Source: an optimization exercise on an open RTL-to-GDS flow (aim: small area, a short achievable clock period and few clock cycles per item). Production flows keep margins and buffers that such runs may drop.
Where RTL was checked, it was by simulation tests only, not by an equivalence proof against the original.
Function not checked in run 2: the RTL went through the layout flow alone.

--- flow/config.mk ---
export PLATFORM = sky130hd
export DESIGN_NAME = booth_radix2_multiplier_core
export DESIGN_NICKNAME = booth_radix2_multiplier_core
export VERILOG_FILES = /design/flow/design.v
export SDC_FILE = /design/flow/constraint.sdc
export NUM_CORES = 4
export LEC_CHECK = 0
export ABC_CLOCK_PERIOD_IN_PS = 3100
export CAP_MARGIN = 20
export CORE_MARGIN = 2
export CORE_UTILIZATION = 40
export CTS_BUF_LIST = sky130_fd_sc_hd__clkbuf_8
export CTS_CLUSTER_DIAMETER = 60
export CTS_CLUSTER_SIZE = 30
export PLACE_DENSITY = 0.6
export SETUP_SLACK_MARGIN = 4.1
export SLEW_MARGIN = 20
export TNS_END_PERCENT = 30
--- flow/constraint.sdc ---
create_clock -name core_clock -period 7.2 [get_ports {clock}]
set_input_delay 1.4400 -clock core_clock [delete_from_list [all_inputs] [get_ports {clock}]]
set_output_delay 1.4400 -clock core_clock [all_outputs]
set_load 0.01 [all_outputs]
--- flow/design.v ---
`default_nettype none
package brm_pkg;
   localparam int IN_W      = 16;
   localparam int PRODUCT_W = 32;
   localparam int MAG_W     = 31;
   localparam int CFG_W     = 5;
   localparam logic [CFG_W-1:0] CFG_RESET = 5'd16;
   localparam logic [CFG_W-1:0] MIN_WIDTH = 5'd2;
   localparam int ROUNDS_PER_STAGE = 2;
endpackage
`default_nettype wire
`default_nettype none
module booth_radix2_multiplier_core #(
   parameter int MAX_WIDTH = 16
) (
   input  logic                      clock,
   input  logic                      reset,
   input  logic                          req_valid,
   output logic                          req_ready,
   input  logic [brm_pkg::IN_W-1:0]      req_multiplicand_bits,
   input  logic [brm_pkg::IN_W-1:0]      req_multiplier_bits,
   output logic                          rsp_valid,
   input  logic                          rsp_ready,
   output logic [brm_pkg::PRODUCT_W-1:0] rsp_product_bits,
   output logic                          rsp_negative,
   output logic [brm_pkg::MAG_W-1:0]     rsp_magnitude,
   input  logic                      csr_write_enable,
   input  logic [brm_pkg::CFG_W-1:0] csr_write_data
);
   logic [15:0] wm, wtop;
   logic [31:0] pmask;
   logic [3:0] nm1_ff;
   always_ff @(posedge clock) begin
      if (reset) begin
         nm1_ff <= 4'd15;
      end else if (csr_write_enable) begin
         nm1_ff <= (csr_write_data < 5'd2) ? 4'd1 : (csr_write_data > 5'd16) ? 4'd15 : 4'(csr_write_data - 5'd1);
      end
   end
   always_comb begin
      for (int i = 0; i < 16; i++) begin
         wm[i] = (4'(i) <= nm1_ff);
      end
   end
   assign wtop = wm & ~(wm >> 1);
   always_comb begin
      for (int i = 0; i < 16; i++) begin
         pmask[2*i]   = wm[i];
         pmask[2*i+1] = wm[i];
      end
   end
   logic        en;
   logic        req_sa, req_sb;
   logic [15:0] ax;
   logic [7:0] one;
   logic [7:0] two;
   logic [7:0] neg;
   logic ng;
   logic [15:0] ax_c;
   logic [15:0] bx_c;
   logic [7:0] one_c;
   logic [7:0] two_c;
   logic [7:0] neg_c;
   logic ng_c;
   logic sx_c;
   logic bl_c;
   assign req_sa = |(req_multiplicand_bits & wtop);
   assign req_sb = |(req_multiplier_bits & wtop);
   assign req_ready = en;
   logic        op_v;
   logic [15:0] ax_q;
   logic [7:0] one_q;
   logic [7:0] two_q;
   logic [7:0] neg_q;
   logic ng_q;
   always_ff @(posedge clock) begin
      if (reset) begin
         op_v <= 1'b0;
      end else if (en) begin
         op_v <= req_valid;
      end
   end
   always_ff @(posedge clock) begin
      if (en) begin
         ax_q <= ax_c;
         one_q <= one_c;
         two_q <= two_c;
         neg_q <= neg_c;
         ng_q <= ng_c;
      end
   end
   assign ax = ax_q;
   assign one = one_q;
   assign two = two_q;
   assign neg = neg_q;
   assign ng = ng_q;
   always_comb begin
      for (int j = 0; j < 16; j++) begin
         ax_c[j] = wm[j] ? req_multiplicand_bits[j] : req_sa;
         bx_c[j] = wm[j] ? req_multiplier_bits[j] : req_sb;
      end
      sx_c = req_sa ^ req_sb;
      ng_c = sx_c & (|(req_multiplicand_bits & wm)) & (|(req_multiplier_bits & wm));
      for (int i = 0; i < 8; i++) begin
         bl_c = (i == 0) ? 1'b0 : bx_c[2*i-1];
         one_c[i] = bx_c[2*i] ^ bl_c;
         two_c[i] = (bx_c[2*i+1] & ~bx_c[2*i] & ~bl_c) | (~bx_c[2*i+1] & bx_c[2*i] & bl_c);
         neg_c[i] = bx_c[2*i+1] ^ sx_c;
      end
   end
   wire pp1 = (one[0] & ax[0]) ^ neg[0];
   wire pp2 = ((one[0] & ax[1]) | (two[0] & ax[0])) ^ neg[0];
   wire pp3 = ((one[0] & ax[2]) | (two[0] & ax[1])) ^ neg[0];
   wire pp4 = ((one[0] & ax[3]) | (two[0] & ax[2])) ^ neg[0];
   wire pp5 = ((one[0] & ax[4]) | (two[0] & ax[3])) ^ neg[0];
   wire pp6 = ((one[0] & ax[5]) | (two[0] & ax[4])) ^ neg[0];
   wire pp7 = ((one[0] & ax[6]) | (two[0] & ax[5])) ^ neg[0];
   wire pp8 = ((one[0] & ax[7]) | (two[0] & ax[6])) ^ neg[0];
   wire pp9 = ((one[0] & ax[8]) | (two[0] & ax[7])) ^ neg[0];
   wire pp10 = ((one[0] & ax[9]) | (two[0] & ax[8])) ^ neg[0];
   wire pp11 = ((one[0] & ax[10]) | (two[0] & ax[9])) ^ neg[0];
   wire pp12 = ((one[0] & ax[11]) | (two[0] & ax[10])) ^ neg[0];
   wire pp13 = ((one[0] & ax[12]) | (two[0] & ax[11])) ^ neg[0];
   wire pp14 = ((one[0] & ax[13]) | (two[0] & ax[12])) ^ neg[0];
   wire pp15 = ((one[0] & ax[14]) | (two[0] & ax[13])) ^ neg[0];
   wire pp16 = ((one[0] & ax[15]) | (two[0] & ax[14])) ^ neg[0];
   wire pp17 = ((one[0] & ax[15]) | (two[0] & ax[15])) ^ neg[0];
   wire ns18 = ~pp17;
   wire u19 = one[0] & ax[0];
   wire un20 = u19 | neg[0];
   wire nu21 = ~u19;
   wire nun22 = ~un20;
   wire pp23 = (one[1] & ax[0]) ^ neg[1];
   wire pp24 = ((one[1] & ax[1]) | (two[1] & ax[0])) ^ neg[1];
   wire pp25 = ((one[1] & ax[2]) | (two[1] & ax[1])) ^ neg[1];
   wire pp26 = ((one[1] & ax[3]) | (two[1] & ax[2])) ^ neg[1];
   wire pp27 = ((one[1] & ax[4]) | (two[1] & ax[3])) ^ neg[1];
   wire pp28 = ((one[1] & ax[5]) | (two[1] & ax[4])) ^ neg[1];
   wire pp29 = ((one[1] & ax[6]) | (two[1] & ax[5])) ^ neg[1];
   wire pp30 = ((one[1] & ax[7]) | (two[1] & ax[6])) ^ neg[1];
   wire pp31 = ((one[1] & ax[8]) | (two[1] & ax[7])) ^ neg[1];
   wire pp32 = ((one[1] & ax[9]) | (two[1] & ax[8])) ^ neg[1];
   wire pp33 = ((one[1] & ax[10]) | (two[1] & ax[9])) ^ neg[1];
   wire pp34 = ((one[1] & ax[11]) | (two[1] & ax[10])) ^ neg[1];
   wire pp35 = ((one[1] & ax[12]) | (two[1] & ax[11])) ^ neg[1];
   wire pp36 = ((one[1] & ax[13]) | (two[1] & ax[12])) ^ neg[1];
   wire pp37 = ((one[1] & ax[14]) | (two[1] & ax[13])) ^ neg[1];
   wire pp38 = ((one[1] & ax[15]) | (two[1] & ax[14])) ^ neg[1];
   wire pp39 = ((one[1] & ax[15]) | (two[1] & ax[15])) ^ neg[1];
   wire ns40 = ~pp39;
   wire u41 = one[1] & ax[0];
   wire un42 = u41 | neg[1];
   wire nu43 = ~u41;
   wire nun44 = ~un42;
   wire pp45 = (one[2] & ax[0]) ^ neg[2];
   wire pp46 = ((one[2] & ax[1]) | (two[2] & ax[0])) ^ neg[2];
   wire pp47 = ((one[2] & ax[2]) | (two[2] & ax[1])) ^ neg[2];
   wire pp48 = ((one[2] & ax[3]) | (two[2] & ax[2])) ^ neg[2];
   wire pp49 = ((one[2] & ax[4]) | (two[2] & ax[3])) ^ neg[2];
   wire pp50 = ((one[2] & ax[5]) | (two[2] & ax[4])) ^ neg[2];
   wire pp51 = ((one[2] & ax[6]) | (two[2] & ax[5])) ^ neg[2];
   wire pp52 = ((one[2] & ax[7]) | (two[2] & ax[6])) ^ neg[2];
   wire pp53 = ((one[2] & ax[8]) | (two[2] & ax[7])) ^ neg[2];
   wire pp54 = ((one[2] & ax[9]) | (two[2] & ax[8])) ^ neg[2];
   wire pp55 = ((one[2] & ax[10]) | (two[2] & ax[9])) ^ neg[2];
   wire pp56 = ((one[2] & ax[11]) | (two[2] & ax[10])) ^ neg[2];
   wire pp57 = ((one[2] & ax[12]) | (two[2] & ax[11])) ^ neg[2];
   wire pp58 = ((one[2] & ax[13]) | (two[2] & ax[12])) ^ neg[2];
   wire pp59 = ((one[2] & ax[14]) | (two[2] & ax[13])) ^ neg[2];
   wire pp60 = ((one[2] & ax[15]) | (two[2] & ax[14])) ^ neg[2];
   wire pp61 = ((one[2] & ax[15]) | (two[2] & ax[15])) ^ neg[2];
   wire ns62 = ~pp61;
   wire u63 = one[2] & ax[0];
   wire un64 = u63 | neg[2];
   wire nu65 = ~u63;
   wire nun66 = ~un64;
   wire pp67 = (one[3] & ax[0]) ^ neg[3];
   wire pp68 = ((one[3] & ax[1]) | (two[3] & ax[0])) ^ neg[3];
   wire pp69 = ((one[3] & ax[2]) | (two[3] & ax[1])) ^ neg[3];
   wire pp70 = ((one[3] & ax[3]) | (two[3] & ax[2])) ^ neg[3];
   wire pp71 = ((one[3] & ax[4]) | (two[3] & ax[3])) ^ neg[3];
   wire pp72 = ((one[3] & ax[5]) | (two[3] & ax[4])) ^ neg[3];
   wire pp73 = ((one[3] & ax[6]) | (two[3] & ax[5])) ^ neg[3];
   wire pp74 = ((one[3] & ax[7]) | (two[3] & ax[6])) ^ neg[3];
   wire pp75 = ((one[3] & ax[8]) | (two[3] & ax[7])) ^ neg[3];
   wire pp76 = ((one[3] & ax[9]) | (two[3] & ax[8])) ^ neg[3];
   wire pp77 = ((one[3] & ax[10]) | (two[3] & ax[9])) ^ neg[3];
   wire pp78 = ((one[3] & ax[11]) | (two[3] & ax[10])) ^ neg[3];
   wire pp79 = ((one[3] & ax[12]) | (two[3] & ax[11])) ^ neg[3];
   wire pp80 = ((one[3] & ax[13]) | (two[3] & ax[12])) ^ neg[3];
   wire pp81 = ((one[3] & ax[14]) | (two[3] & ax[13])) ^ neg[3];
   wire pp82 = ((one[3] & ax[15]) | (two[3] & ax[14])) ^ neg[3];
   wire pp83 = ((one[3] & ax[15]) | (two[3] & ax[15])) ^ neg[3];
   wire ns84 = ~pp83;
   wire u85 = one[3] & ax[0];
   wire un86 = u85 | neg[3];
   wire nu87 = ~u85;
   wire nun88 = ~un86;
   wire pp89 = (one[4] & ax[0]) ^ neg[4];
   wire pp90 = ((one[4] & ax[1]) | (two[4] & ax[0])) ^ neg[4];
   wire pp91 = ((one[4] & ax[2]) | (two[4] & ax[1])) ^ neg[4];
   wire pp92 = ((one[4] & ax[3]) | (two[4] & ax[2])) ^ neg[4];
   wire pp93 = ((one[4] & ax[4]) | (two[4] & ax[3])) ^ neg[4];
   wire pp94 = ((one[4] & ax[5]) | (two[4] & ax[4])) ^ neg[4];
   wire pp95 = ((one[4] & ax[6]) | (two[4] & ax[5])) ^ neg[4];
   wire pp96 = ((one[4] & ax[7]) | (two[4] & ax[6])) ^ neg[4];
   wire pp97 = ((one[4] & ax[8]) | (two[4] & ax[7])) ^ neg[4];
   wire pp98 = ((one[4] & ax[9]) | (two[4] & ax[8])) ^ neg[4];
   wire pp99 = ((one[4] & ax[10]) | (two[4] & ax[9])) ^ neg[4];
   wire pp100 = ((one[4] & ax[11]) | (two[4] & ax[10])) ^ neg[4];
   wire pp101 = ((one[4] & ax[12]) | (two[4] & ax[11])) ^ neg[4];
   wire pp102 = ((one[4] & ax[13]) | (two[4] & ax[12])) ^ neg[4];
   wire pp103 = ((one[4] & ax[14]) | (two[4] & ax[13])) ^ neg[4];
   wire pp104 = ((one[4] & ax[15]) | (two[4] & ax[14])) ^ neg[4];
   wire pp105 = ((one[4] & ax[15]) | (two[4] & ax[15])) ^ neg[4];
   wire ns106 = ~pp105;
   wire u107 = one[4] & ax[0];
   wire un108 = u107 | neg[4];
   wire nu109 = ~u107;
   wire nun110 = ~un108;
   wire pp111 = (one[5] & ax[0]) ^ neg[5];
   wire pp112 = ((one[5] & ax[1]) | (two[5] & ax[0])) ^ neg[5];
   wire pp113 = ((one[5] & ax[2]) | (two[5] & ax[1])) ^ neg[5];
   wire pp114 = ((one[5] & ax[3]) | (two[5] & ax[2])) ^ neg[5];
   wire pp115 = ((one[5] & ax[4]) | (two[5] & ax[3])) ^ neg[5];
   wire pp116 = ((one[5] & ax[5]) | (two[5] & ax[4])) ^ neg[5];
   wire pp117 = ((one[5] & ax[6]) | (two[5] & ax[5])) ^ neg[5];
   wire pp118 = ((one[5] & ax[7]) | (two[5] & ax[6])) ^ neg[5];
   wire pp119 = ((one[5] & ax[8]) | (two[5] & ax[7])) ^ neg[5];
   wire pp120 = ((one[5] & ax[9]) | (two[5] & ax[8])) ^ neg[5];
   wire pp121 = ((one[5] & ax[10]) | (two[5] & ax[9])) ^ neg[5];
   wire pp122 = ((one[5] & ax[11]) | (two[5] & ax[10])) ^ neg[5];
   wire pp123 = ((one[5] & ax[12]) | (two[5] & ax[11])) ^ neg[5];
   wire pp124 = ((one[5] & ax[13]) | (two[5] & ax[12])) ^ neg[5];
   wire pp125 = ((one[5] & ax[14]) | (two[5] & ax[13])) ^ neg[5];
   wire pp126 = ((one[5] & ax[15]) | (two[5] & ax[14])) ^ neg[5];
   wire pp127 = ((one[5] & ax[15]) | (two[5] & ax[15])) ^ neg[5];
   wire ns128 = ~pp127;
   wire u129 = one[5] & ax[0];
   wire un130 = u129 | neg[5];
   wire nu131 = ~u129;
   wire nun132 = ~un130;
   wire pp133 = (one[6] & ax[0]) ^ neg[6];
   wire pp134 = ((one[6] & ax[1]) | (two[6] & ax[0])) ^ neg[6];
   wire pp135 = ((one[6] & ax[2]) | (two[6] & ax[1])) ^ neg[6];
   wire pp136 = ((one[6] & ax[3]) | (two[6] & ax[2])) ^ neg[6];
   wire pp137 = ((one[6] & ax[4]) | (two[6] & ax[3])) ^ neg[6];
   wire pp138 = ((one[6] & ax[5]) | (two[6] & ax[4])) ^ neg[6];
   wire pp139 = ((one[6] & ax[6]) | (two[6] & ax[5])) ^ neg[6];
   wire pp140 = ((one[6] & ax[7]) | (two[6] & ax[6])) ^ neg[6];
   wire pp141 = ((one[6] & ax[8]) | (two[6] & ax[7])) ^ neg[6];
   wire pp142 = ((one[6] & ax[9]) | (two[6] & ax[8])) ^ neg[6];
   wire pp143 = ((one[6] & ax[10]) | (two[6] & ax[9])) ^ neg[6];
   wire pp144 = ((one[6] & ax[11]) | (two[6] & ax[10])) ^ neg[6];
   wire pp145 = ((one[6] & ax[12]) | (two[6] & ax[11])) ^ neg[6];
   wire pp146 = ((one[6] & ax[13]) | (two[6] & ax[12])) ^ neg[6];
   wire pp147 = ((one[6] & ax[14]) | (two[6] & ax[13])) ^ neg[6];
   wire pp148 = ((one[6] & ax[15]) | (two[6] & ax[14])) ^ neg[6];
   wire pp149 = ((one[6] & ax[15]) | (two[6] & ax[15])) ^ neg[6];
   wire ns150 = ~pp149;
   wire u151 = one[6] & ax[0];
   wire un152 = u151 | neg[6];
   wire nu153 = ~u151;
   wire nun154 = ~un152;
   wire pp155 = (one[7] & ax[0]) ^ neg[7];
   wire pp156 = ((one[7] & ax[1]) | (two[7] & ax[0])) ^ neg[7];
   wire pp157 = ((one[7] & ax[2]) | (two[7] & ax[1])) ^ neg[7];
   wire pp158 = ((one[7] & ax[3]) | (two[7] & ax[2])) ^ neg[7];
   wire pp159 = ((one[7] & ax[4]) | (two[7] & ax[3])) ^ neg[7];
   wire pp160 = ((one[7] & ax[5]) | (two[7] & ax[4])) ^ neg[7];
   wire pp161 = ((one[7] & ax[6]) | (two[7] & ax[5])) ^ neg[7];
   wire pp162 = ((one[7] & ax[7]) | (two[7] & ax[6])) ^ neg[7];
   wire pp163 = ((one[7] & ax[8]) | (two[7] & ax[7])) ^ neg[7];
   wire pp164 = ((one[7] & ax[9]) | (two[7] & ax[8])) ^ neg[7];
   wire pp165 = ((one[7] & ax[10]) | (two[7] & ax[9])) ^ neg[7];
   wire pp166 = ((one[7] & ax[11]) | (two[7] & ax[10])) ^ neg[7];
   wire pp167 = ((one[7] & ax[12]) | (two[7] & ax[11])) ^ neg[7];
   wire pp168 = ((one[7] & ax[13]) | (two[7] & ax[12])) ^ neg[7];
   wire pp169 = ((one[7] & ax[14]) | (two[7] & ax[13])) ^ neg[7];
   wire pp170 = ((one[7] & ax[15]) | (two[7] & ax[14])) ^ neg[7];
   wire pp171 = ((one[7] & ax[15]) | (two[7] & ax[15])) ^ neg[7];
   wire ns172 = ~pp171;
   wire u173 = one[7] & ax[0];
   wire un174 = u173 | neg[7];
   wire nu175 = ~u173;
   wire nun176 = ~un174;
   wire s177 = pp11 ^ pp31;
   wire c178 = pp11 & pp31;
   wire s179 = pp12 ^ pp32 ^ pp52;
   wire c180 = (pp12 & pp32) | (pp52 & (pp12 ^ pp32));
   wire s181 = pp13 ^ pp33 ^ pp53;
   wire c182 = (pp13 & pp33) | (pp53 & (pp13 ^ pp33));
   wire s183 = pp73 ^ pp93;
   wire c184 = pp73 & pp93;
   wire s185 = pp14 ^ pp34 ^ pp54;
   wire c186 = (pp14 & pp34) | (pp54 & (pp14 ^ pp34));
   wire s187 = pp74 ^ pp94 ^ pp114;
   wire c188 = (pp74 & pp94) | (pp114 & (pp74 ^ pp94));
   wire s189 = pp15 ^ pp35 ^ pp55;
   wire c190 = (pp15 & pp35) | (pp55 & (pp15 ^ pp35));
   wire s191 = pp75 ^ pp95 ^ pp115;
   wire c192 = (pp75 & pp95) | (pp115 & (pp75 ^ pp95));
   wire s193 = pp135 ^ un152;
   wire c194 = pp135 & un152;
   wire s195 = pp16 ^ pp36 ^ pp56;
   wire c196 = (pp16 & pp36) | (pp56 & (pp16 ^ pp36));
   wire s197 = pp76 ^ pp96 ^ pp116;
   wire c198 = (pp76 & pp96) | (pp116 & (pp76 ^ pp96));
   wire s199 = pp136 ^ pp156 ^ nun176;
   wire c200 = (pp136 & pp156) | (nun176 & (pp136 ^ pp156));
   wire s201 = ns18 ^ pp37 ^ pp57;
   wire c202 = (ns18 & pp37) | (pp57 & (ns18 ^ pp37));
   wire s203 = pp77 ^ pp97 ^ pp117;
   wire c204 = (pp77 & pp97) | (pp117 & (pp77 ^ pp97));
   wire s205 = pp137 ^ pp157 ^ un174;
   wire c206 = (pp137 & pp157) | (un174 & (pp137 ^ pp157));
   wire s207 = 1'b1 ^ pp38 ^ pp58;
   wire c208 = (1'b1 & pp38) | (pp58 & (1'b1 ^ pp38));
   wire s209 = pp78 ^ pp98 ^ pp118;
   wire c210 = (pp78 & pp98) | (pp118 & (pp78 ^ pp98));
   wire s211 = pp138 ^ pp158;
   wire c212 = pp138 & pp158;
   wire s213 = ns40 ^ pp59 ^ pp79;
   wire c214 = (ns40 & pp59) | (pp79 & (ns40 ^ pp59));
   wire s215 = pp99 ^ pp119 ^ pp139;
   wire c216 = (pp99 & pp119) | (pp139 & (pp99 ^ pp119));
   wire s217 = 1'b1 ^ pp60 ^ pp80;
   wire c218 = (1'b1 & pp60) | (pp80 & (1'b1 ^ pp60));
   wire s219 = pp100 ^ pp120;
   wire c220 = pp100 & pp120;
   wire s221 = ns62 ^ pp81 ^ pp101;
   wire c222 = (ns62 & pp81) | (pp101 & (ns62 ^ pp81));
   wire s223 = 1'b1 ^ pp82;
   wire c224 = 1'b1 & pp82;
   wire s225 = pp7 ^ pp27;
   wire c226 = pp7 & pp27;
   wire s227 = pp8 ^ pp28 ^ pp48;
   wire c228 = (pp8 & pp28) | (pp48 & (pp8 ^ pp28));
   wire s229 = pp9 ^ pp29 ^ pp49;
   wire c230 = (pp9 & pp29) | (pp49 & (pp9 ^ pp29));
   wire s231 = pp69 ^ un86;
   wire c232 = pp69 & un86;
   wire s233 = pp10 ^ pp30 ^ pp50;
   wire c234 = (pp10 & pp30) | (pp50 & (pp10 ^ pp30));
   wire s235 = pp70 ^ pp90 ^ nun110;
   wire c236 = (pp70 & pp90) | (nun110 & (pp70 ^ pp90));
   wire s237 = pp51 ^ pp71 ^ pp91;
   wire c238 = (pp51 & pp71) | (pp91 & (pp51 ^ pp71));
   wire s239 = un108 ^ nu131 ^ s177;
   wire c240 = (un108 & nu131) | (s177 & (un108 ^ nu131));
   wire s241 = pp72 ^ pp92 ^ pp112;
   wire c242 = (pp72 & pp92) | (pp112 & (pp72 ^ pp92));
   wire s243 = nun132 ^ c178 ^ s179;
   wire c244 = (nun132 & c178) | (s179 & (nun132 ^ c178));
   wire s245 = pp113 ^ un130 ^ nu153;
   wire c246 = (pp113 & un130) | (nu153 & (pp113 ^ un130));
   wire s247 = s183 ^ c180 ^ s181;
   wire c248 = (s183 & c180) | (s181 & (s183 ^ c180));
   wire s249 = pp134 ^ nun154 ^ c184;
   wire c250 = (pp134 & nun154) | (c184 & (pp134 ^ nun154));
   wire s251 = c182 ^ s185 ^ s187;
   wire c252 = (c182 & s185) | (s187 & (c182 ^ s185));
   wire s253 = nu175 ^ s193 ^ c186;
   wire c254 = (nu175 & s193) | (c186 & (nu175 ^ s193));
   wire s255 = c188 ^ s189 ^ s191;
   wire c256 = (c188 & s189) | (s191 & (c188 ^ s189));
   wire s257 = c194 ^ c190 ^ c192;
   wire c258 = (c194 & c190) | (c192 & (c194 ^ c190));
   wire s259 = s195 ^ s197 ^ s199;
   wire c260 = (s195 & s197) | (s199 & (s195 ^ s197));
   wire s261 = c196 ^ c198 ^ c200;
   wire c262 = (c196 & c198) | (c200 & (c196 ^ c198));
   wire s263 = s201 ^ s203 ^ s205;
   wire c264 = (s201 & s203) | (s205 & (s201 ^ s203));
   wire s265 = s211 ^ c202 ^ c204;
   wire c266 = (s211 & c202) | (c204 & (s211 ^ c202));
   wire s267 = c206 ^ s207 ^ s209;
   wire c268 = (c206 & s207) | (s209 & (c206 ^ s207));
   wire s269 = pp159 ^ c212 ^ c208;
   wire c270 = (pp159 & c212) | (c208 & (pp159 ^ c212));
   wire s271 = c210 ^ s213 ^ s215;
   wire c272 = (c210 & s213) | (s215 & (c210 ^ s213));
   wire s273 = pp140 ^ pp160 ^ s219;
   wire c274 = (pp140 & pp160) | (s219 & (pp140 ^ pp160));
   wire s275 = c214 ^ c216 ^ s217;
   wire c276 = (c214 & c216) | (s217 & (c214 ^ c216));
   wire s277 = pp121 ^ pp141 ^ pp161;
   wire c278 = (pp121 & pp141) | (pp161 & (pp121 ^ pp141));
   wire s279 = c220 ^ c218 ^ s221;
   wire c280 = (c220 & c218) | (s221 & (c220 ^ c218));
   wire s281 = pp102 ^ pp122 ^ pp142;
   wire c282 = (pp102 & pp122) | (pp142 & (pp102 ^ pp122));
   wire s283 = pp162 ^ s223 ^ c222;
   wire c284 = (pp162 & s223) | (c222 & (pp162 ^ s223));
   wire s285 = ns84 ^ pp103 ^ pp123;
   wire c286 = (ns84 & pp103) | (pp123 & (ns84 ^ pp103));
   wire s287 = pp143 ^ pp163 ^ c224;
   wire c288 = (pp143 & pp163) | (c224 & (pp143 ^ pp163));
   wire s289 = 1'b1 ^ pp104 ^ pp124;
   wire c290 = (1'b1 & pp104) | (pp124 & (1'b1 ^ pp104));
   wire s291 = pp144 ^ pp164;
   wire c292 = pp144 & pp164;
   wire s293 = ns106 ^ pp125 ^ pp145;
   wire c294 = (ns106 & pp125) | (pp145 & (ns106 ^ pp125));
   wire s295 = 1'b1 ^ pp126;
   wire c296 = 1'b1 & pp126;
   wire s297 = pp5 ^ pp25;
   wire c298 = pp5 & pp25;
   wire s299 = pp6 ^ pp26 ^ pp46;
   wire c300 = (pp6 & pp26) | (pp46 & (pp6 ^ pp26));
   wire s301 = pp47 ^ un64 ^ nu87;
   wire c302 = (pp47 & un64) | (nu87 & (pp47 ^ un64));
   wire s303 = pp68 ^ nun88 ^ c226;
   wire c304 = (pp68 & nun88) | (c226 & (pp68 ^ nun88));
   wire s305 = nu109 ^ s231 ^ c228;
   wire c306 = (nu109 & s231) | (c228 & (nu109 ^ s231));
   wire s307 = c232 ^ c230 ^ s233;
   wire c308 = (c232 & c230) | (s233 & (c232 ^ c230));
   wire s309 = c234 ^ c236 ^ s237;
   wire c310 = (c234 & c236) | (s237 & (c234 ^ c236));
   wire s311 = c238 ^ s241 ^ c240;
   wire c312 = (c238 & s241) | (c240 & (c238 ^ s241));
   wire s313 = c242 ^ s245 ^ c244;
   wire c314 = (c242 & s245) | (c244 & (c242 ^ s245));
   wire s315 = c246 ^ s249 ^ c248;
   wire c316 = (c246 & s249) | (c248 & (c246 ^ s249));
   wire s317 = c250 ^ s253 ^ c252;
   wire c318 = (c250 & s253) | (c252 & (c250 ^ s253));
   wire s319 = c254 ^ s257 ^ c256;
   wire c320 = (c254 & s257) | (c256 & (c254 ^ s257));
   wire s321 = c258 ^ s261 ^ c260;
   wire c322 = (c258 & s261) | (c260 & (c258 ^ s261));
   wire s323 = c262 ^ s265 ^ c264;
   wire c324 = (c262 & s265) | (c264 & (c262 ^ s265));
   wire s325 = c266 ^ s269 ^ c268;
   wire c326 = (c266 & s269) | (c268 & (c266 ^ s269));
   wire s327 = s273 ^ c270 ^ c272;
   wire c328 = (s273 & c270) | (c272 & (s273 ^ c270));
   wire s329 = s277 ^ c274 ^ c276;
   wire c330 = (s277 & c274) | (c276 & (s277 ^ c274));
   wire s331 = c278 ^ s281 ^ s283;
   wire c332 = (c278 & s281) | (s283 & (c278 ^ s281));
   wire s333 = c282 ^ s285 ^ s287;
   wire c334 = (c282 & s285) | (s287 & (c282 ^ s285));
   wire s335 = s291 ^ c286 ^ s289;
   wire c336 = (s291 & c286) | (s289 & (s291 ^ c286));
   wire s337 = pp165 ^ c292 ^ c290;
   wire c338 = (pp165 & c292) | (c290 & (pp165 ^ c292));
   wire s339 = pp146 ^ pp166 ^ s295;
   wire c340 = (pp146 & pp166) | (s295 & (pp146 ^ pp166));
   wire s341 = ns128 ^ pp147 ^ pp167;
   wire c342 = (ns128 & pp147) | (pp167 & (ns128 ^ pp147));
   wire s343 = 1'b1 ^ pp148;
   wire c344 = 1'b1 & pp148;
   wire s345 = pp3 ^ un20;
   wire c346 = pp3 & un20;
   wire s347 = pp4 ^ pp24 ^ nun44;
   wire c348 = (pp4 & pp24) | (nun44 & (pp4 ^ pp24));
   wire s349 = un42 ^ nu65 ^ s297;
   wire c350 = (un42 & nu65) | (s297 & (un42 ^ nu65));
   wire s351 = nun66 ^ c298 ^ s299;
   wire c352 = (nun66 & c298) | (s299 & (nun66 ^ c298));
   wire s353 = s225 ^ c300 ^ s301;
   wire c354 = (s225 & c300) | (s301 & (s225 ^ c300));
   wire s355 = c302 ^ s227 ^ s303;
   wire c356 = (c302 & s227) | (s303 & (c302 ^ s227));
   wire s357 = s229 ^ c304 ^ s305;
   wire c358 = (s229 & c304) | (s305 & (s229 ^ c304));
   wire s359 = s235 ^ c306 ^ s307;
   wire c360 = (s235 & c306) | (s307 & (s235 ^ c306));
   wire s361 = s239 ^ c308 ^ s309;
   wire c362 = (s239 & c308) | (s309 & (s239 ^ c308));
   wire s363 = c310 ^ s243 ^ s311;
   wire c364 = (c310 & s243) | (s311 & (c310 ^ s243));
   wire s365 = s247 ^ c312 ^ s313;
   wire c366 = (s247 & c312) | (s313 & (s247 ^ c312));
   wire s367 = s251 ^ c314 ^ s315;
   wire c368 = (s251 & c314) | (s315 & (s251 ^ c314));
   wire s369 = s255 ^ c316 ^ s317;
   wire c370 = (s255 & c316) | (s317 & (s255 ^ c316));
   wire s371 = s259 ^ c318 ^ s319;
   wire c372 = (s259 & c318) | (s319 & (s259 ^ c318));
   wire s373 = s263 ^ c320 ^ s321;
   wire c374 = (s263 & c320) | (s321 & (s263 ^ c320));
   wire s375 = s267 ^ c322 ^ s323;
   wire c376 = (s267 & c322) | (s323 & (s267 ^ c322));
   wire s377 = s271 ^ c324 ^ s325;
   wire c378 = (s271 & c324) | (s325 & (s271 ^ c324));
   wire s379 = s275 ^ c326 ^ s327;
   wire c380 = (s275 & c326) | (s327 & (s275 ^ c326));
   wire s381 = s279 ^ c328 ^ s329;
   wire c382 = (s279 & c328) | (s329 & (s279 ^ c328));
   wire s383 = c280 ^ c330 ^ s331;
   wire c384 = (c280 & c330) | (s331 & (c280 ^ c330));
   wire s385 = c284 ^ s333 ^ c332;
   wire c386 = (c284 & s333) | (c332 & (c284 ^ s333));
   wire s387 = c288 ^ s335 ^ c334;
   wire c388 = (c288 & s335) | (c334 & (c288 ^ s335));
   wire s389 = s293 ^ s337 ^ c336;
   wire c390 = (s293 & s337) | (c336 & (s293 ^ s337));
   wire s391 = c294 ^ s339 ^ c338;
   wire c392 = (c294 & s339) | (c338 & (c294 ^ s339));
   wire s393 = c296 ^ s341 ^ c340;
   wire c394 = (c296 & s341) | (c340 & (c296 ^ s341));
   wire s395 = pp168 ^ s343 ^ c342;
   wire c396 = (pp168 & s343) | (c342 & (pp168 ^ s343));
   wire s397 = ns150 ^ pp169 ^ c344;
   wire c398 = (ns150 & pp169) | (c344 & (ns150 ^ pp169));
   wire s399 = 1'b1 ^ pp170;
   wire c400 = 1'b1 & pp170;
   wire p401 = mid_1 ^ mid_2;
   wire g402 = mid_1 & mid_2;
   wire p403 = mid_3 ^ mid_4;
   wire g404 = mid_3 & mid_4;
   wire p405 = mid_5 ^ mid_6;
   wire g406 = mid_5 & mid_6;
   wire p407 = mid_7 ^ mid_8;
   wire g408 = mid_7 & mid_8;
   wire p409 = mid_9 ^ mid_10;
   wire g410 = mid_9 & mid_10;
   wire p411 = mid_11 ^ mid_12;
   wire g412 = mid_11 & mid_12;
   wire p413 = mid_13 ^ mid_14;
   wire g414 = mid_13 & mid_14;
   wire p415 = mid_15 ^ mid_16;
   wire g416 = mid_15 & mid_16;
   wire p417 = mid_17 ^ mid_18;
   wire g418 = mid_17 & mid_18;
   wire p419 = mid_19 ^ mid_20;
   wire g420 = mid_19 & mid_20;
   wire p421 = mid_21 ^ mid_22;
   wire g422 = mid_21 & mid_22;
   wire p423 = mid_23 ^ mid_24;
   wire g424 = mid_23 & mid_24;
   wire p425 = mid_25 ^ mid_26;
   wire g426 = mid_25 & mid_26;
   wire p427 = mid_27 ^ mid_28;
   wire g428 = mid_27 & mid_28;
   wire p429 = mid_29 ^ mid_30;
   wire g430 = mid_29 & mid_30;
   wire p431 = mid_31 ^ mid_32;
   wire g432 = mid_31 & mid_32;
   wire p433 = mid_33 ^ mid_34;
   wire g434 = mid_33 & mid_34;
   wire p435 = mid_35 ^ mid_36;
   wire g436 = mid_35 & mid_36;
   wire p437 = mid_37 ^ mid_38;
   wire g438 = mid_37 & mid_38;
   wire p439 = mid_39 ^ mid_40;
   wire g440 = mid_39 & mid_40;
   wire p441 = mid_41 ^ mid_42;
   wire g442 = mid_41 & mid_42;
   wire p443 = mid_43 ^ mid_44;
   wire g444 = mid_43 & mid_44;
   wire p445 = mid_45 ^ mid_46;
   wire g446 = mid_45 & mid_46;
   wire p447 = mid_47 ^ mid_48;
   wire g448 = mid_47 & mid_48;
   wire p449 = mid_49 ^ mid_50;
   wire g450 = mid_49 & mid_50;
   wire p451 = mid_51 ^ mid_52;
   wire g452 = mid_51 & mid_52;
   wire p453 = mid_53 ^ mid_54;
   wire g454 = mid_53 & mid_54;
   wire p455 = mid_55 ^ mid_56;
   wire g456 = mid_55 & mid_56;
   wire p457 = mid_57 ^ mid_58;
   wire g458 = mid_57 & mid_58;
   wire p459 = mid_59 ^ mid_60;
   wire g460 = mid_59 & mid_60;
   wire T461 = p401 & mid_0;
   wire G462 = g406 | (p405 & g404);
   wire T463 = p405 & p403;
   wire G464 = g410 | (p409 & g408);
   wire T465 = p409 & p407;
   wire G466 = g414 | (p413 & g412);
   wire T467 = p413 & p411;
   wire G468 = g418 | (p417 & g416);
   wire T469 = p417 & p415;
   wire G470 = g422 | (p421 & g420);
   wire T471 = p421 & p419;
   wire G472 = g426 | (p425 & g424);
   wire T473 = p425 & p423;
   wire G474 = g430 | (p429 & g428);
   wire T475 = p429 & p427;
   wire G476 = g434 | (p433 & g432);
   wire T477 = p433 & p431;
   wire G478 = g438 | (p437 & g436);
   wire T479 = p437 & p435;
   wire G480 = g442 | (p441 & g440);
   wire T481 = p441 & p439;
   wire G482 = g446 | (p445 & g444);
   wire T483 = p445 & p443;
   wire G484 = g450 | (p449 & g448);
   wire T485 = p449 & p447;
   wire G486 = g454 | (p453 & g452);
   wire T487 = p453 & p451;
   wire G488 = g458 | (p457 & g456);
   wire T489 = p457 & p455;
   wire G490 = 1'b1 & g460;
   wire T491 = 1'b1 & p459;
   wire G492 = g404 | (p403 & g402);
   wire T493 = p403 & T461;
   wire G494 = G462 | (T463 & g402);
   wire T495 = T463 & T461;
   wire G496 = g412 | (p411 & G464);
   wire T497 = p411 & T465;
   wire G498 = G466 | (T467 & G464);
   wire T499 = T467 & T465;
   wire G500 = g420 | (p419 & G468);
   wire T501 = p419 & T469;
   wire G502 = G470 | (T471 & G468);
   wire T503 = T471 & T469;
   wire G504 = g428 | (p427 & G472);
   wire T505 = p427 & T473;
   wire G506 = G474 | (T475 & G472);
   wire T507 = T475 & T473;
   wire G508 = g436 | (p435 & G476);
   wire T509 = p435 & T477;
   wire G510 = G478 | (T479 & G476);
   wire T511 = T479 & T477;
   wire G512 = g444 | (p443 & G480);
   wire T513 = p443 & T481;
   wire G514 = G482 | (T483 & G480);
   wire T515 = T483 & T481;
   wire G516 = g452 | (p451 & G484);
   wire T517 = p451 & T485;
   wire G518 = G486 | (T487 & G484);
   wire T519 = T487 & T485;
   wire G520 = g460 | (p459 & G488);
   wire T521 = p459 & T489;
   wire G522 = G490 | (T491 & G488);
   wire T523 = T491 & T489;
   wire G524 = g408 | (p407 & G494);
   wire T525 = p407 & T495;
   wire G526 = G464 | (T465 & G494);
   wire T527 = T465 & T495;
   wire G528 = G496 | (T497 & G494);
   wire T529 = T497 & T495;
   wire G530 = G498 | (T499 & G494);
   wire T531 = T499 & T495;
   wire G532 = g424 | (p423 & G502);
   wire T533 = p423 & T503;
   wire G534 = G472 | (T473 & G502);
   wire T535 = T473 & T503;
   wire G536 = G504 | (T505 & G502);
   wire T537 = T505 & T503;
   wire G538 = G506 | (T507 & G502);
   wire T539 = T507 & T503;
   wire G540 = g440 | (p439 & G510);
   wire T541 = p439 & T511;
   wire G542 = G480 | (T481 & G510);
   wire T543 = T481 & T511;
   wire G544 = G512 | (T513 & G510);
   wire T545 = T513 & T511;
   wire G546 = G514 | (T515 & G510);
   wire T547 = T515 & T511;
   wire G548 = g456 | (p455 & G518);
   wire T549 = p455 & T519;
   wire G550 = G488 | (T489 & G518);
   wire T551 = T489 & T519;
   wire G552 = G520 | (T521 & G518);
   wire T553 = T521 & T519;
   wire G554 = G522 | (T523 & G518);
   wire T555 = T523 & T519;
   wire G556 = g416 | (p415 & G530);
   wire T557 = p415 & T531;
   wire G558 = G468 | (T469 & G530);
   wire T559 = T469 & T531;
   wire G560 = G500 | (T501 & G530);
   wire T561 = T501 & T531;
   wire G562 = G502 | (T503 & G530);
   wire T563 = T503 & T531;
   wire G564 = G532 | (T533 & G530);
   wire T565 = T533 & T531;
   wire G566 = G534 | (T535 & G530);
   wire T567 = T535 & T531;
   wire G568 = G536 | (T537 & G530);
   wire T569 = T537 & T531;
   wire G570 = G538 | (T539 & G530);
   wire T571 = T539 & T531;
   wire G572 = g448 | (p447 & G546);
   wire T573 = p447 & T547;
   wire G574 = G484 | (T485 & G546);
   wire T575 = T485 & T547;
   wire G576 = G516 | (T517 & G546);
   wire T577 = T517 & T547;
   wire G578 = G518 | (T519 & G546);
   wire T579 = T519 & T547;
   wire G580 = G548 | (T549 & G546);
   wire T581 = T549 & T547;
   wire G582 = G550 | (T551 & G546);
   wire T583 = T551 & T547;
   wire G584 = G552 | (T553 & G546);
   wire T585 = T553 & T547;
   wire G586 = G554 | (T555 & G546);
   wire T587 = T555 & T547;
   wire G588 = g432 | (p431 & G570);
   wire T589 = p431 & T571;
   wire G590 = G476 | (T477 & G570);
   wire T591 = T477 & T571;
   wire G592 = G508 | (T509 & G570);
   wire T593 = T509 & T571;
   wire G594 = G510 | (T511 & G570);
   wire T595 = T511 & T571;
   wire G596 = G540 | (T541 & G570);
   wire T597 = T541 & T571;
   wire G598 = G542 | (T543 & G570);
   wire T599 = T543 & T571;
   wire G600 = G544 | (T545 & G570);
   wire T601 = T545 & T571;
   wire G602 = G546 | (T547 & G570);
   wire T603 = T547 & T571;
   wire G604 = G572 | (T573 & G570);
   wire T605 = T573 & T571;
   wire G606 = G574 | (T575 & G570);
   wire T607 = T575 & T571;
   wire G608 = G576 | (T577 & G570);
   wire T609 = T577 & T571;
   wire G610 = G578 | (T579 & G570);
   wire T611 = T579 & T571;
   wire G612 = G580 | (T581 & G570);
   wire T613 = T581 & T571;
   wire G614 = G582 | (T583 & G570);
   wire T615 = T583 & T571;
   wire G616 = G584 | (T585 & G570);
   wire T617 = T585 & T571;
   wire G618 = G586 | (T587 & G570);
   wire T619 = T587 & T571;
   logic mid_v;
   logic mid_0;
   logic mid_1;
   logic mid_2;
   logic mid_3;
   logic mid_4;
   logic mid_5;
   logic mid_6;
   logic mid_7;
   logic mid_8;
   logic mid_9;
   logic mid_10;
   logic mid_11;
   logic mid_12;
   logic mid_13;
   logic mid_14;
   logic mid_15;
   logic mid_16;
   logic mid_17;
   logic mid_18;
   logic mid_19;
   logic mid_20;
   logic mid_21;
   logic mid_22;
   logic mid_23;
   logic mid_24;
   logic mid_25;
   logic mid_26;
   logic mid_27;
   logic mid_28;
   logic mid_29;
   logic mid_30;
   logic mid_31;
   logic mid_32;
   logic mid_33;
   logic mid_34;
   logic mid_35;
   logic mid_36;
   logic mid_37;
   logic mid_38;
   logic mid_39;
   logic mid_40;
   logic mid_41;
   logic mid_42;
   logic mid_43;
   logic mid_44;
   logic mid_45;
   logic mid_46;
   logic mid_47;
   logic mid_48;
   logic mid_49;
   logic mid_50;
   logic mid_51;
   logic mid_52;
   logic mid_53;
   logic mid_54;
   logic mid_55;
   logic mid_56;
   logic mid_57;
   logic mid_58;
   logic mid_59;
   logic mid_60;
   logic mid_61;
   always_ff @(posedge clock) begin
      if (reset) begin
         mid_v <= 1'b0;
      end else if (en) begin
         mid_v <= op_v;
      end
   end
   always_ff @(posedge clock) begin
      if (en) begin
         mid_0 <= nu21;
         mid_1 <= pp2;
         mid_2 <= nun22;
         mid_3 <= s345;
         mid_4 <= nu43;
         mid_5 <= s347;
         mid_6 <= c346;
         mid_7 <= s349;
         mid_8 <= c348;
         mid_9 <= s351;
         mid_10 <= c350;
         mid_11 <= s353;
         mid_12 <= c352;
         mid_13 <= s355;
         mid_14 <= c354;
         mid_15 <= s357;
         mid_16 <= c356;
         mid_17 <= s359;
         mid_18 <= c358;
         mid_19 <= s361;
         mid_20 <= c360;
         mid_21 <= s363;
         mid_22 <= c362;
         mid_23 <= s365;
         mid_24 <= c364;
         mid_25 <= s367;
         mid_26 <= c366;
         mid_27 <= s369;
         mid_28 <= c368;
         mid_29 <= s371;
         mid_30 <= c370;
         mid_31 <= s373;
         mid_32 <= c372;
         mid_33 <= s375;
         mid_34 <= c374;
         mid_35 <= s377;
         mid_36 <= c376;
         mid_37 <= s379;
         mid_38 <= c378;
         mid_39 <= s381;
         mid_40 <= c380;
         mid_41 <= s383;
         mid_42 <= c382;
         mid_43 <= s385;
         mid_44 <= c384;
         mid_45 <= s387;
         mid_46 <= c386;
         mid_47 <= s389;
         mid_48 <= c388;
         mid_49 <= s391;
         mid_50 <= c390;
         mid_51 <= s393;
         mid_52 <= c392;
         mid_53 <= s395;
         mid_54 <= c394;
         mid_55 <= s397;
         mid_56 <= c396;
         mid_57 <= s399;
         mid_58 <= c398;
         mid_59 <= ns172;
         mid_60 <= c400;
         mid_61 <= ng;
      end
   end
   logic [31:0] prod_w;
   logic [30:0] mag_w;
   assign prod_w = {(mid_61 ? ~(1'b1 ^ G616) : (1'b1 ^ (G616 | T617))), (mid_61 ? ~(p459 ^ G614) : (p459 ^ (G614 | T615))), (mid_61 ? ~(p457 ^ G612) : (p457 ^ (G612 | T613))), (mid_61 ? ~(p455 ^ G610) : (p455 ^ (G610 | T611))), (mid_61 ? ~(p453 ^ G608) : (p453 ^ (G608 | T609))), (mid_61 ? ~(p451 ^ G606) : (p451 ^ (G606 | T607))), (mid_61 ? ~(p449 ^ G604) : (p449 ^ (G604 | T605))), (mid_61 ? ~(p447 ^ G602) : (p447 ^ (G602 | T603))), (mid_61 ? ~(p445 ^ G600) : (p445 ^ (G600 | T601))), (mid_61 ? ~(p443 ^ G598) : (p443 ^ (G598 | T599))), (mid_61 ? ~(p441 ^ G596) : (p441 ^ (G596 | T597))), (mid_61 ? ~(p439 ^ G594) : (p439 ^ (G594 | T595))), (mid_61 ? ~(p437 ^ G592) : (p437 ^ (G592 | T593))), (mid_61 ? ~(p435 ^ G590) : (p435 ^ (G590 | T591))), (mid_61 ? ~(p433 ^ G588) : (p433 ^ (G588 | T589))), (mid_61 ? ~(p431 ^ G570) : (p431 ^ (G570 | T571))), (mid_61 ? ~(p429 ^ G568) : (p429 ^ (G568 | T569))), (mid_61 ? ~(p427 ^ G566) : (p427 ^ (G566 | T567))), (mid_61 ? ~(p425 ^ G564) : (p425 ^ (G564 | T565))), (mid_61 ? ~(p423 ^ G562) : (p423 ^ (G562 | T563))), (mid_61 ? ~(p421 ^ G560) : (p421 ^ (G560 | T561))), (mid_61 ? ~(p419 ^ G558) : (p419 ^ (G558 | T559))), (mid_61 ? ~(p417 ^ G556) : (p417 ^ (G556 | T557))), (mid_61 ? ~(p415 ^ G530) : (p415 ^ (G530 | T531))), (mid_61 ? ~(p413 ^ G528) : (p413 ^ (G528 | T529))), (mid_61 ? ~(p411 ^ G526) : (p411 ^ (G526 | T527))), (mid_61 ? ~(p409 ^ G524) : (p409 ^ (G524 | T525))), (mid_61 ? ~(p407 ^ G494) : (p407 ^ (G494 | T495))), (mid_61 ? ~(p405 ^ G492) : (p405 ^ (G492 | T493))), (mid_61 ? ~(p403 ^ g402) : (p403 ^ (g402 | T461))), (mid_61 ? ~(p401 ^ 1'b0) : (p401 ^ (1'b0 | mid_0))), (mid_61 ? ~mid_0 : ~mid_0)} & pmask;
   assign mag_w  = {(p459 ^ (G614 | T615)), (p457 ^ (G612 | T613)), (p455 ^ (G610 | T611)), (p453 ^ (G608 | T609)), (p451 ^ (G606 | T607)), (p449 ^ (G604 | T605)), (p447 ^ (G602 | T603)), (p445 ^ (G600 | T601)), (p443 ^ (G598 | T599)), (p441 ^ (G596 | T597)), (p439 ^ (G594 | T595)), (p437 ^ (G592 | T593)), (p435 ^ (G590 | T591)), (p433 ^ (G588 | T589)), (p431 ^ (G570 | T571)), (p429 ^ (G568 | T569)), (p427 ^ (G566 | T567)), (p425 ^ (G564 | T565)), (p423 ^ (G562 | T563)), (p421 ^ (G560 | T561)), (p419 ^ (G558 | T559)), (p417 ^ (G556 | T557)), (p415 ^ (G530 | T531)), (p413 ^ (G528 | T529)), (p411 ^ (G526 | T527)), (p409 ^ (G524 | T525)), (p407 ^ (G494 | T495)), (p405 ^ (G492 | T493)), (p403 ^ (g402 | T461)), (p401 ^ (1'b0 | mid_0)), ~mid_0};
   logic        out_v;
   logic [31:0] prod_ff;
   logic [29:1] mag_ff;
   logic        neg_ff;
   assign en = rsp_ready;
   always_ff @(posedge clock) begin
      if (reset) begin
         out_v <= 1'b0;
      end else if (en) begin
         out_v <= mid_v;
      end
   end
   always_ff @(posedge clock) begin
      if (en) begin
         prod_ff <= prod_w;
         mag_ff  <= mag_w[29:1];
         neg_ff  <= mid_61;
      end
   end
   assign rsp_valid        = out_v;
   assign rsp_product_bits = prod_ff;
   assign rsp_magnitude    = {prod_ff[30] & ~neg_ff, mag_ff, prod_ff[0]};
   assign rsp_negative     = neg_ff;
endmodule
`default_nettype wire
--- flow/flow/run.sh ---
#!/bin/bash
# Layout flow: the standard ORFS flow (standard.sh) with two changes:
#  1. synthesis: the same script, except that Yosys's "synth -run fine:" step
#     gets -noabc, so the quick ABC pass there does not re-encode the adder
#     trees before extract_fa (it leaves fewer inverters around the fa/ha
#     cells); flops, hierarchy flattening and renaming are as in synth_recipe.tcl.
#  2. port buffers are sky130_fd_sc_hd__buf_2 instead of the delay cell that
#     buffer_ports picks by default.
# Each tool's output goes to the ORFS logs under orfs/logs; make's own output
# goes to flow_make.log here.
set -euo pipefail
here=$(pwd)
sed 's|^proc synth {args} { yosys synth -nofsm -noshare {\*}\$args }|proc synth {args} { if {[lsearch -exact $args fine:] >= 0} { lappend args -noabc }; yosys synth -nofsm -noshare {*}$args }|' synth_recipe.tcl > flow_synth.tcl
grep -q -- '-noabc' flow_synth.tcl
sed -e "s|SYNTH_SCRIPT=[^ ]*|SYNTH_SCRIPT=$here/flow_synth.tcl|" \
    -e 's|"\${@:-finish}"|BUFFER_PORTS_ARGS="-buffer_cell sky130_fd_sc_hd__buf_2" "${@:-finish}"|' standard.sh > flow_standard_mod.sh
grep -q flow_synth.tcl flow_standard_mod.sh
bash flow_standard_mod.sh > flow_make.log 2>&1
--- flow/standard.sh ---
#!/bin/bash
# synth_recipe.tcl (not shown) runs the flow's synth.tcl, then flattens the netlist and writes it again
# the make line also repeats each setting of config.mk as NAME=value (left out here)
make -C /OpenROAD-flow-scripts/flow DESIGN_CONFIG=/design/flow/config.mk WORK_HOME=/design/flow/orfs CLKGATE_MAP_FILE= SYNTH_SCRIPT=/design/flow/synth_recipe.tcl "${@:-finish}"
==> results of run 1 <==
## layout by cell type (no fill, tap or decap), drive strengths merged, types with 6 or more instances in the layout
cell / instances
dfxtp: 7
clkinv: 6
a31oi: 8
a21oi: 62
xnor2: 151
nor2: 83
a21o: 17
nor3: 13
and3: 7
ha: 45
a211o: 7
a22oi: 122
fa: 100
xor2: 45
edfxtp: 165
nor2b: 7
inv: 74
and2: 10
buf: 230
mux2i: 25
nand2: 52
nand3: 14
o21ai: 41
nand2b: 6
nand3b: 6
or2: 7
clkbuf: 17
## sequential cells by signal (all words and copies together) (netlist names), 4 cells and up
name,cells
ax_q,16
two_q,8
mag_ff,29
one_q,8
prod_ff,32
nm1_ff,4
neg_q,8
## metal layers
layer | wire length, µm | vias to the layer above | track usage [%]
met5 | 0 | - | 0
met4 | 1210 | 0 | 8.56
met3 | 2410 | 85 | 3.78
met2 | 17600 | 428 | 33.4
met1 | 16200 | 5050 | 28.4
li1 | - | 4742 | -
## per-stage QoR
stage,area [µm²],worst slack (ps),cells,util (%)
2_1_floorplan,13800,4060,1257,-
3_3_place_gp,14400,3580,1710,42.9
3_5_place_dp,14400,3560,1710,42.9
4_1_cts,16000,4060,1854,47.7
5_1_grt,16400,4020,1860,48.7
6_report,16400,4100,1860,48.7
## final cells by class
cell class                      instances  area share (%)
Tap cell                              448            3.43
Sequential cell                       172            31.2
Clock inverter                         15            1.15
Timing Repair Buffer                  232            10.9
Clock buffer                           17            1.43
Inverter                               71            1.65
Multi-Input combinational cell        905            50.3
## logic make-up after synthesis
group | synth area share [%]
multiplexers | 2.44
XOR/XNOR | 12.6
AO/OA/AOI/OAI | 15.7
buffers and inverters | 5.17
adder cells (fa/ha/maj) | 18.8
AND/OR/NAND/NOR | 7.96
flip-flops | 37.3
## worst paths after layout
path | start | to | cells after the start
worst max register to register | ax_q[9]$_DFFE_PP_ | mid_25$_DFFE_PP_ | 7
worst min register to register | ng_q$_DFFE_PP_ | mid_61$_DFFE_PP_ | 0
worst max-delay path | rsp_ready | req_ready | 2
worst min-delay path | ng_q$_DFFE_PP_ | mid_61$_DFFE_PP_ | 0
## what timing repair did
action                                  in CTS  in global routing
setup buffers                              110                  5
endpoints found under the setup margin      45                 50
pin swaps                                    4                 27
gates cloned                                 2                  1
gates resized for setup                     25                 67
==> results.cfg, run 1 <==
[final_layout]
insertedDiodeCount = 0
area_growth_pct = 19.8
drive_above_1_share_pct = 26.3
multiInputGateArea_um2 = 8230
nFillCells = 3009
area.sequential_um2 = 5100
finish.net_count = 1586

[floorplanning]
core_area_um2 = 33600
die_height_um = 189
ios = 108
fp.dieArea_um2 = 35600
initial_utilization_pct = 40.6
die_w_um = 189
core.rowCount = 67

[synth]
ys_warn_count = 1
primary_flip_flop_cell_chosen_by_synthesis_mapping = sky130_fd_sc_hd__edfxtp_1
synth_area_um2 = 13700
netlist_top_cells_area = sky130_fd_sc_hd__edfxtp_1 36%, sky130_fd_sc_hd__fa_1 15%, sky130_fd_sc_hd__xnor2_1 9.6%
synth_top_cell_by_area = sky130_fd_sc_hd__edfxtp_1
net_count_after_synthesis = 1444
synth.ff_latch_count = 172
synth_top_cells_by_count = 165 x sky130_fd_sc_hd__edfxtp_1, 150 x sky130_fd_sc_hd__xnor2_1, 122 x sky130_fd_sc_hd__a22oi_1
yosysMostFrequentCell = sky130_fd_sc_hd__edfxtp_1
async_reset_ff_share_pct = 0
synth-seq-area-share_pct = 37.3
netlist_instances = 1257
synth_edf_count = 165
syn-mean-instance-area_um2 = 10.9
netlist.area_leader.share_pct = 36.3
netlist-cell-type-count = 78

[job]
cap_viol_max_count = 0

[sta]
final.period_utilization_pct = 43.1
finClkSkew_ps = 23.2
worst_pin_slew_ps = 1080
fin_tns_setup_ps = 0
grt_setup_unrepaired = true
relSlewSlack_pct = 28.1
final_count_of_pins_violating_max_slew = 0
finalSetupViolCount = 0
max_freq_mhz = 322
fin_hold_ws_ps = 438
timing.final.crit_period_ps = 3100
final-hold-violation-count = 0

[clock_network]
clock_sink_count = 172
cts_made_buffers = 17
cts-root-to-sink-buffers = 2
clk_transition_reported_paths_ps = 100
ctsHtreeMaxLevel = 4
tritoncts_clock_tree = yes
post_cts_hold_buffer_count = 0
worstSkewPairLatency_ps = 510
cts.root.buffer_cell = sky130_fd_sc_hd__clkbuf_8

[placement]
io_buffers = 107
routabilityCongestion = 0.909
dpl.hpwl_mm = 25.4

[detailed_routing]
detailedRoute.firstPassIterationCount = 6
vias = 10305
drt-initial-drc-count = 1137
route.antenna.remaining_nets = 0
vias_per_cell = 5.54
finalWirelength_mm = 37.4
drt_drc = 0
route.detailed.wl_per_inst_um = 20.1

[critical_path]
worst_path_cell_trace = buf_16, buf_6
cp_top_family = buffers and inverters
required_ps = 5760
regToRegSetupSlack_ps = 4110
critical_path_buf_inv_count = 2
critical_path_peak_fanout = 3
startpoint_type = primary input
setup.worst_path.class = primary input to output pin
worst_path_largest_cell_delay_ps = 110
crit_arrival_ps = 1660
cp_slowest_cell = sky130_fd_sc_hd__buf_16
cp-end-kind = output pin

[hold_path]
holdCritPathClass = flop to flop

[grt]
grt_max_degree = 68
global_route_wire_length_before_repair_mm = 57.5
global_route.overflow_total = 0
grt_pass1_vias = 10000
antenna_found_initial = 0
gr-usage-all-layers_pct = 21.0

[outcome]
outcome = complete, no violations
Testbench counts, summed over its fixed seeds: cycles 8,024, items 8,000.
==> run 2: changes to the inputs <==
--- a/flow/design.v
+++ b/flow/design.v
@@ -872,5 +872,5 @@
    logic [29:1] mag_ff;
    logic        neg_ff;
-   assign en = rsp_ready;
+   assign en = !out_v || rsp_ready;
    always_ff @(posedge clock) begin
       if (reset) begin
--- a/flow/config.mk
+++ b/flow/config.mk
@@ -11,6 +11,4 @@
 export CORE_UTILIZATION = 40
 export CTS_BUF_LIST = sky130_fd_sc_hd__clkbuf_8
-export CTS_CLUSTER_DIAMETER = 60
-export CTS_CLUSTER_SIZE = 30
 export PLACE_DENSITY = 0.6
 export SETUP_SLACK_MARGIN = 4.1
==> run 2 against run 1 <==
Against the previous run: utilization grew 1.3 points; register-to-register slack lost 80 ps; still clean on timing, DRC and antenna; sequential share of layout area shrank 0.81 points; final cell count grew 1.9%.
==> results.cfg, run 2 <==
[outcome]
outcome = complete, no violations

[critical_path]
reg2reg_depth = 7
r2r_end = mid_29$_DFFE_PP_
regToRegSetupSlack_ps = 4030
reg2reg_from = ax_q[10]$_DFFE_PP_
startpoint_type = primary input
crit_arrival_ps = 1790
critical_path_peak_fanout = 2
required_ps = 5760
crit_path_start = rsp_ready
setup.worst_path.class = primary input to output pin
cp-end-kind = output pin
crit_path_end = req_ready

[sta]
finClkSkew_ps = 19.0
grt_setup_unrepaired = true
timing.final.crit_period_ps = 3230
max_freq_mhz = 309
final.period_utilization_pct = 44.9
fin_tns_setup_ps = 0
worst_pin_slew_ps = 1060
finalSetupViolCount = 0
final-hold-violation-count = 0
relSlewSlack_pct = 29.5
final_count_of_pins_violating_max_slew = 0

[synth]
yosysMostFrequentCell = sky130_fd_sc_hd__edfxtp_1
netlist.area_leader.share_pct = 36.3
synth.ff_latch_count = 172
netlist-cell-type-count = 70
synth-seq-area-share_pct = 37.3
synth_edf_count = 165
primary_flip_flop_cell_chosen_by_synthesis_mapping = sky130_fd_sc_hd__edfxtp_1
synth_area_um2 = 13700
netlist_instances = 1271
synth_top_cell_by_area = sky130_fd_sc_hd__edfxtp_1
syn-mean-instance-area_um2 = 10.8
netlist_top_cells_area = sky130_fd_sc_hd__edfxtp_1 36%, sky130_fd_sc_hd__fa_1 15%, sky130_fd_sc_hd__xnor2_1 9.5%
synth_top_cells_by_count = 165 x sky130_fd_sc_hd__edfxtp_1, 148 x sky130_fd_sc_hd__xnor2_1, 123 x sky130_fd_sc_hd__a22oi_1
async_reset_ff_share_pct = 0
ys_warn_count = 1
net_count_after_synthesis = 1458

[clock_network]
cts_made_buffers = 17
cts-root-to-sink-buffers = 2
post_cts_hold_buffer_count = 0
clock_sink_count = 172
cts.root.buffer_cell = sky130_fd_sc_hd__clkbuf_8
tritoncts_clock_tree = yes
ctsHtreeMaxLevel = 4
worstSkewPairLatency_ps = 470
clk_transition_reported_paths_ps = 90

[grt]
grt_pass1_vias = 10061
grt_use_met1_pct = 29.8
antenna_found_initial = 0
gr-usage-met3_pct = 4.34
global_route.overflow_total = 0
grt_use_met2_pct = 31.1
grt_max_degree = 71
global_route_wire_length_before_repair_mm = 57.6
top_usage_layer = met2
gr-usage-all-layers_pct = 20.7

[final_layout]
finish.net_count = 1623
most_frequent_cells_in_the_layout = 165 x sky130_fd_sc_hd__edfxtp_1, 138 x sky130_fd_sc_hd__xnor2_1, 112 x sky130_fd_sc_hd__buf_4
area_growth_pct = 22.9
largest_register = prod_ff
layout.cells.most_common = sky130_fd_sc_hd__edfxtp_1
fin_util_pct = 50.0
reg_top3 = prod_ff (32), mag_ff (29), ax_q (16)
drive_above_1_share_pct = 29.5
largest_register_ff_count = 32
insertedDiodeCount = 0
final_design_area_no_fill_um2 = 16800
nFillCells = 2970

[floorplanning]
fp.dieArea_um2 = 35700
ios = 108
initial_utilization_pct = 40.7
die_w_um = 189
die_height_um = 189
core.rowCount = 67
core_area_um2 = 33600

[placement]
io_buffers = 107
routabilityCongestion = 0.949
dpl.hpwl_mm = 25.5
postPlaceCellArea_um2 = 14400

[detailed_routing]
vias = 10359
vias_per_cell = 5.46
drt-initial-drc-count = 1030
route.antenna.remaining_nets = 0
detailedRoute.firstPassIterationCount = 7
drt_drc = 0
finalWirelength_mm = 37.3
route.detailed.wl_per_inst_um = 19.7

[job]
cap_viol_max_count = 0

[hold_path]
holdCritPathClass = flop to flop
-- run 2: cell types whose count changed after synthesis, sizes merged, moves of 5 or more --
cell / delta
nor2: -5
clkbuf: +9
a21oi: +6
nand3b: -6
or3: +6
buf: -11
inv: +12
a21o: -6
-- run 2: metal layers --
metal | vias to the layer above | routed length [µm]
met5 | - | 0
met4 | 0 | 780
met3 | 57 | 3040
met2 | 422 | 16600
met1 | 5042 | 16900
li1 | 4838 | -
-- run 2: logic make-up (layout without fill, tap and decap cells) --
family / count (synthesis) / after routing / share of synthesized area, %
XOR/XNOR: 195 / 195 / 12.5
multiplexers: 36 / 36 / 2.82
buffers and inverters: 190 / 365 / 5.32
AND/OR/NAND/NOR: 217 / 219 / 7.40
adder cells (fa/ha/maj): 145 / 145 / 18.8
AO/OA/AOI/OAI: 316 / 316 / 15.9
flip-flops: 172 / 172 / 37.3
-- run 2: stage by stage --
step,instances,hold WS [ps],worst slack [ps]
final,1896,451,3970
after global routing,1896,474,3960
after CTS,1871,451,3970
after detailed placement,1726,429,3140
after global placement,1726,427,3180
after floorplan,1271,400,3090
-- run 2: worst min path at each step --
stage,to,start,depth (start not counted)
global route,mid_61$_DFFE_PP_,ng_q$_DFFE_PP_,0
finish,mid_61$_DFFE_PP_,ng_q$_DFFE_PP_,0
floorplan,mid_61$_DFFE_PP_,ng_q$_DFFE_PP_,0
global placement,mid_61$_DFFE_PP_,ng_q$_DFFE_PP_,0
detailed placement,mid_61$_DFFE_PP_,ng_q$_DFFE_PP_,0
CTS,mid_61$_DFFE_PP_,ng_q$_DFFE_PP_,0
-- run 2: what timing repair did --
item / 4_1_cts / 5_1_grt
gates cloned: 2 / 2
endpoints found under the setup margin: 146 / 121
buffers inserted: 112 / 23
gates resized for setup: 34 / 120
pin swaps: 12 / 72
-- run 2: critical path: stages --
cell                       delay, ps
sky130_fd_sc_hd__buf_8            90
sky130_fd_sc_hd__nand2b_4        130
sky130_fd_sc_hd__buf_6           120
-- run 2: area by class of cell --
| cell class | count | area, µm² | share of cell area (%) |
|---|---|---|---|
| multi-input combinational | 911 | 8470 | 50.4 |
| clock buffer | 17 | 234 | 1.39 |
| timing repair buffer | 252 | 1970 | 11.7 |
| inverter | 82 | 308 | 1.83 |
| clock inverter | 14 | 155 | 0.924 |
| tap | 448 | 561 | 3.34 |
| sequential | 172 | 5100 | 30.3 |

re-timing with driven ports:
The results above use ideal ports. As a check the final layouts listed here were re-extracted and re-timed, cells and wires unchanged. Step 1 assumes that a clkbuf_16 drives the clock port and a buf_2 every other input. Step 2 also shifts input and output timing later by t, the mid clock arrival at the registers, as if the neighbouring blocks saw the same clock. Slacks: ideal / step 1 / step 2; pairs: ideal / step 1.
| run | t (ns) | slack for setup (ns) | latest minus earliest clock arrival (ns) | slew at the worst register clock pin (ns) |
|---|---|---|---|---|
| run 1 | 0.548 | 4.096 / 3.958 / 3.644 | 0.025 / 0.025 | 0.11 / 0.11 |
| run 2 | 0.502 | 3.968 / 3.930 / 3.790 | 0.020 / 0.019 | 0.10 / 0.10 |
After both steps every run listed still meets setup and hold. The setup slack of run 1, which loses most, moves by -0.138 ns with the drivers and by -0.452 ns with both steps.
